This is an optimization exercise on Yosys and OpenROAD, whose aim is small area, a short achievable clock period and few clock cycles per item, not a production implementation.
In this exercise RTL edits were held to simulation tests only and were not proved equivalent to the original.
Power figures rest on the tool's default switching activity, not on a simulated workload.

== rev 12 ==
## tone_prescaler_period_search_unit
module tone_prescaler_period_search_unit (
  input  logic                           clk,
  input  logic                           rst,
  input  logic                           wr_en,
  input  logic [tps_pkg::CFG_IDX_W-1:0]  wr_index,
  input  logic [tps_pkg::CFG_DATA_W-1:0] wr_data,
  input  logic                           req_valid,
  output logic                           req_ready,
  input  logic [tps_pkg::FREQ_W-1:0]     req_frequency,
  output logic                           rsp_valid,
  input  logic                           rsp_ready,
  output logic [tps_pkg::PRESC_W-1:0]    rsp_prescaler,
  output logic [tps_pkg::PERIOD_W-1:0]   rsp_period,
  output logic [tps_pkg::MATCH_W-1:0]    rsp_match,
  output logic [tps_pkg::HZ_W-1:0]       rsp_achieved_hz,
  output logic                           rsp_clamped,
  output logic                           rsp_silent
);
For scale: roughly 3000 cells after synthesis, about 290 flip-flops.
export LEC_CHECK = 0
export ABC_CLOCK_PERIOD_IN_PS = 4000
export CAP_MARGIN = 20
export CORE_MARGIN = 2
export CORE_UTILIZATION = 40
export SETUP_SLACK_MARGIN = 2.5
export SLEW_MARGIN = 20
create_clock -name core_clock -period 7.0 [get_ports {clk}]
run.sh (not shown) runs the stock make flow with config.mk's settings and CLKGATE_MAP_FILE= SYNTH_SCRIPT=/design/flow/synth_recipe.tcl, a recipe that flattens the netlist after the stock synthesis.
Having completed the whole flow, rev 12 delivered a layout that passed the timing, design-rule and antenna checks.
Testbench counts of rev 12, summed over its fixed seeds: cycles 6,506, items 576.
diff inputs: rev 12 => rev 13
-- flow/design.v --
<<< rev 12, line 29
  input  logic [15:0] hi,
  input  logic [4:0]  bl_hi,
  output logic        busy,
  output logic        last,        
>>> rev 13, line 29
  input  logic [15:0] hi,
  input  logic [4:0]  bl_hi,
  input  logic [4:0]  bl_f,
  output logic        busy,
  output logic        last,        
<<< rev 12, line 80
  assign hba    = hi_ext[1];
  assign hbb    = hi_ext[0];
  logic gt1, lt1;
  always_comb begin
>>> rev 13, line 81
  assign hba    = hi_ext[1];
  assign hbb    = hi_ext[0];
  logic [5:0] blq;
  logic [5:0] nsh;
  assign blq = {cnt, 1'b0} - {5'd0, !qa};
  assign nsh = 6'd31 - {1'b0, bl_f} + {cnt, 1'b0} - {5'd0, !qa};
  logic gt1, lt1;
  always_comb begin
<<< rev 12, line 120
        if (qb && !hbb) gt <= 1'b1;
        if (!qb && hbb) lt <= 1'b1;
      end
    end
>>> rev 13, line 125
        if (qb && !hbb) gt <= 1'b1;
        if (!qb && hbb) lt <= 1'b1;
      end
      if ((qa || qb) && !nz) begin
        sh   <= nsh[4:0];
        none <= (blq > {1'b0, bl_f});
      end
    end
<<< rev 12, line 235
    .hi      (period_hi),
    .bl_hi   (bl_hi),
    .busy    (div_busy),
    .last    (div_last),
>>> rev 13, line 244
    .hi      (period_hi),
    .bl_hi   (bl_hi),
    .bl_f    (bl_f),
    .busy    (div_busy),
    .last    (div_last),
<<< rev 12, line 296
    endcase
  end
  logic [5:0] m_r;
  logic [5:0] m_q;
  logic [4:0] sh_rq;
  logic       none_rq;
  assign m_r     = msb32({8'd0, rem});
  assign m_q     = msb32({16'd0, quo[15:0]});
  assign sh_rq   = ~m_r[4:0] + m_q[4:0];
  assign none_rq = !m_r[5] || (m_r[4:0] < m_q[4:0]);
  always_comb begin
    sh_wr   = 1'b0;
    sh_in   = sh_acc;
    none_in = none_acc;
    if ((state == S_PREP && job == J_ERR) || (state == S_WAIT && job == J_C)) begin
      sh_wr   = 1'b1;
      sh_in   = sh_rq;
      none_in = none_rq;
    end else if (state == S_PREP) begin
      sh_wr   = 1'b1;
      sh_in   = s_prep[5] ? 5'd0 : 5'(7'd32 - s_prep);
      none_in = s_prep[6] || (s_prep == 7'd0);
>>> rev 13, line 306
    endcase
  end
  always_comb begin
    sh_wr   = 1'b0;
    sh_in   = sh_acc;
    none_in = none_acc;
    if (state == S_PREP) begin
      sh_wr   = (job != J_ERR);
      sh_in   = s_prep[5] ? 5'd0 : 5'(7'd32 - s_prep);
      none_in = s_prep[6] || (s_prep == 7'd0);
Results
Post-route fraction of the period consumed by the critical path: rev 13 vs rev 12 down 0.21 points
Rev 12 → rev 13: maximum fanout encountered on the critical timing path went up, minimum clock period after layout went down.
Going from rev 12 to rev 13, synthesized instance count shrank by a few percent.
Status: register-to-register slack parity (rev 12, rev 13)
In the reports for rev 12 and rev 13, the smaller met2 layer wire length in the routed design belongs to rev 13.
Rev 13 ended up with a lower total global routing track utilization than rev 12 did.
Rev 13 vs. rev 12: total wire length after detailed routing fell by 3.8%; cell area fell by 0.0013 sq mm; half-perimeter wire length of the detailed placement result fell by 5.7%.
Rev 13 vs. rev 12: adder-cell share of the synthesized area rose by 0.73 points; sequential share of power rose by 0.7 points; count of vias placed by the detailed router fell by 1343; area of the core region fell by about 4%.
Testbench counts of rev 13, summed over its fixed seeds: cycles 6,685, items 576.

* * *

== v6 ==
Another version of the RTL of tone_prescaler_period_search_unit (not shown whole).
For scale: ~2700 cells after synthesis, about 290 flip-flops, roughly 140 I/O pins.
make LEC_CHECK=0 ABC_CLOCK_PERIOD_IN_PS=4000 CAP_MARGIN=20 CORE_MARGIN=2 CORE_UTILIZATION=40 SETUP_SLACK_MARGIN=2.5 SLEW_MARGIN=20 finish   # period 7.0 ns
Testbench counts of v6, summed over its fixed seeds: cycles 7,212, items 576.
> inputs changed (v6 -> v7)
-- flow/design.v --
<<< v6, line 172
  logic [23:0] freq;
  logic [4:0]  bl_f;
  logic [5:0]  bl_c;     
  logic [4:0]  bl_hi;
  logic [7:0]  p_cnt;
  logic        nofit;    
>>> v7, line 172
  logic [23:0] freq;
  logic [4:0]  bl_f;
  logic [7:0]  p_cnt;
  logic        nofit;    
<<< v6, line 208
    bitlen32 = m[5] ? {1'b0, m[4:0]} + 6'd1 : 6'd0;
  endfunction
  logic        div_ld;
  logic [31:0] div_x;
>>> v7, line 206
    bitlen32 = m[5] ? {1'b0, m[4:0]} + 6'd1 : 6'd0;
  endfunction
  logic [5:0] bl_c;
  logic [4:0] bl_hi;
  assign bl_c  = bitlen32(clock_hz);
  assign bl_hi = 5'(bitlen32({16'd0, period_hi}));
  logic        div_ld;
  logic [31:0] div_x;
<<< v6, line 332
    end else begin
      if (rsp_valid && rsp_ready) rsp_valid <= 1'b0;
      bl_c  <= bitlen32(clock_hz);
      bl_hi <= 5'(bitlen32({16'd0, period_hi}));
      if (req_ready) begin
        freq  <= req_frequency;
>>> v7, line 334
    end else begin
      if (rsp_valid && rsp_ready) rsp_valid <= 1'b0;
      if (req_ready) begin
        freq  <= req_frequency;
## What came out
v7 finished end to end and its layout was clean on timing, DRC and antenna. Per the comparison of v7 with v6, power share of the combinational group climbed 1.4 points; area of combinational cells with multiple inputs climbed about 1.7%; share of cell area taken by multi-input logic gates climbed 0.64 points; effective utilization at floorplan dropped 0.18 points; final cell utilization of the core climbed 0.53 points. The estimated power of v7 ends up higher than the estimate for v6. Summary of v7 over v6: finished layout cell area picked up an extra about 0.5%, leakage component of the power picked up an extra 0.39%, peak supply drop picked up an extra 24%.
Testbench counts of v7, summed over its fixed seeds: cycles 7,212, items 576.

* * *

Setup of the previous run:
Starting RTL as in the previous note.
Settings: LEC_CHECK=0, ABC_CLOCK_PERIOD_IN_PS=4000, CAP_MARGIN=20, CORE_MARGIN=2, CORE_UTILIZATION=30, SETUP_SLACK_MARGIN=2.5, SLEW_MARGIN=20; clock period 7.0 ns.
The previous run finished every step from synthesis to the final layout, and the layout passed the timing, design-rule and antenna checks.
Testbench counts of the previous run, summed over its fixed seeds: cycles 7,212, items 576.
diff inputs: the previous run => the current run
--- a/flow/design.v
+++ b/flow/design.v
@@ -166,18 +166,16 @@
   } job_t;
   state_t state;
   job_t   job;
   logic [31:0] clock_hz;
   logic [15:0] period_lo;
   logic [15:0] period_hi;
   logic [23:0] freq;
   logic [4:0]  bl_f;
-  logic [5:0]  bl_c;     
-  logic [4:0]  bl_hi;
   logic [7:0]  p_cnt;
   logic        nofit;    
   logic        clamp;    
   logic        sil;      
   logic [23:0] f_q;
   logic [23:0] err_q;
   function automatic logic [5:0] msb32(input logic [31:0] v);
     logic [15:0] n1; logic        p1 [16];
@@ -202,16 +200,20 @@
     end
     msb32 = {n4[1] | n4[0], n4[1] ? {1'b1, p4[1]} : {1'b0, p4[0]}};
   endfunction
   function automatic logic [5:0] bitlen32(input logic [31:0] v);
     logic [5:0] m;
     m = msb32(v);
     bitlen32 = m[5] ? {1'b0, m[4:0]} + 6'd1 : 6'd0;
   endfunction
+  logic [5:0] bl_c;
+  logic [4:0] bl_hi;
+  assign bl_c  = bitlen32(clock_hz);
+  assign bl_hi = 5'(bitlen32({16'd0, period_hi}));
   logic        div_ld;
   logic [31:0] div_x;
   logic [23:0] div_d;
   logic        div_p1;
   logic        sh_wr;
   logic [4:0]  sh_in;
   logic        none_in;
   logic        div_busy;
@@ -326,18 +328,16 @@
     end
   end
   always_ff @(posedge clk) begin
     if (rst) begin
       state     <= S_IDLE;
       rsp_valid <= 1'b0;
     end else begin
       if (rsp_valid && rsp_ready) rsp_valid <= 1'b0;
-      bl_c  <= bitlen32(clock_hz);
-      bl_hi <= 5'(bitlen32({16'd0, period_hi}));
       if (req_ready) begin
         freq  <= req_frequency;
         bl_f  <= m_rq[4:0] + 5'd1;
         nofit <= 1'b0;
         job   <= J_C;
         sil   <= (req_frequency == '0);
       end
       unique case (state)
Findings:
Delta(switching power as a share of total power, the current run - the previous run) > 0. Static power due to leakage, the current run and the previous run, higher one = the previous run. The current run ended up with a lower sequential share of layout area than the previous run did. Net total in the final layout, the current run and the previous run: higher on the previous run. Taking the previous run as the reference point, the wire length of the current run rises by about 0.8%. Layout buffer count excluding clock buffers went up by a few percent going from the previous run to the current run. Est. power | the current run vs the previous run | the current run higher.
Testbench counts of the current run, summed over its fixed seeds: cycles 7,212, items 576.

## re-timing with driven ports
No port has a modelled driver above. Below, the same layouts with a new extraction and two added sets of constraints. Step 1 sets driving cells, clkbuf_16 on the clock port and buf_2 on the other inputs (assumed; they add their load-dependent delay and slew). Step 2 moves the port delays by t, midway between the first and last clock arrival at a register: inputs arrive t later, outputs are due t later. That takes back most of the time a late clock gives input paths. a / b / c = no drivers / after step 1 / after step 2; a / b = the first two.
run | t (ns) | setup slack, ns | clock arrival spread, ns | slew at the worst register clock pin (ns)
rev 12 | 0.629 | 1.698 / 1.675 / 1.184 | 0.048 / 0.048 | 0.07 / 0.07
rev 13 | 0.627 | 1.712 / 1.712 / 1.235 | 0.037 / 0.037 | 0.07 / 0.07
v6 | 0.625 | 2.065 / 2.003 / 2.087 | 0.025 / 0.025 | 0.07 / 0.07
v7 | 0.609 | 1.924 / 1.886 / 1.794 | 0.023 / 0.023 | 0.07 / 0.07
the previous run | 0.625 | 2.140 / 2.140 / 2.115 | 0.039 / 0.039 | 0.07 / 0.07
the current run | 0.635 | 1.970 / 1.970 / 1.824 | 0.042 / 0.042 | 0.07 / 0.07
After both steps every run listed still meets setup and hold. For rev 12, which loses most, drivers alone change the setup slack by -0.023 ns; drivers and shift together by -0.514 ns.
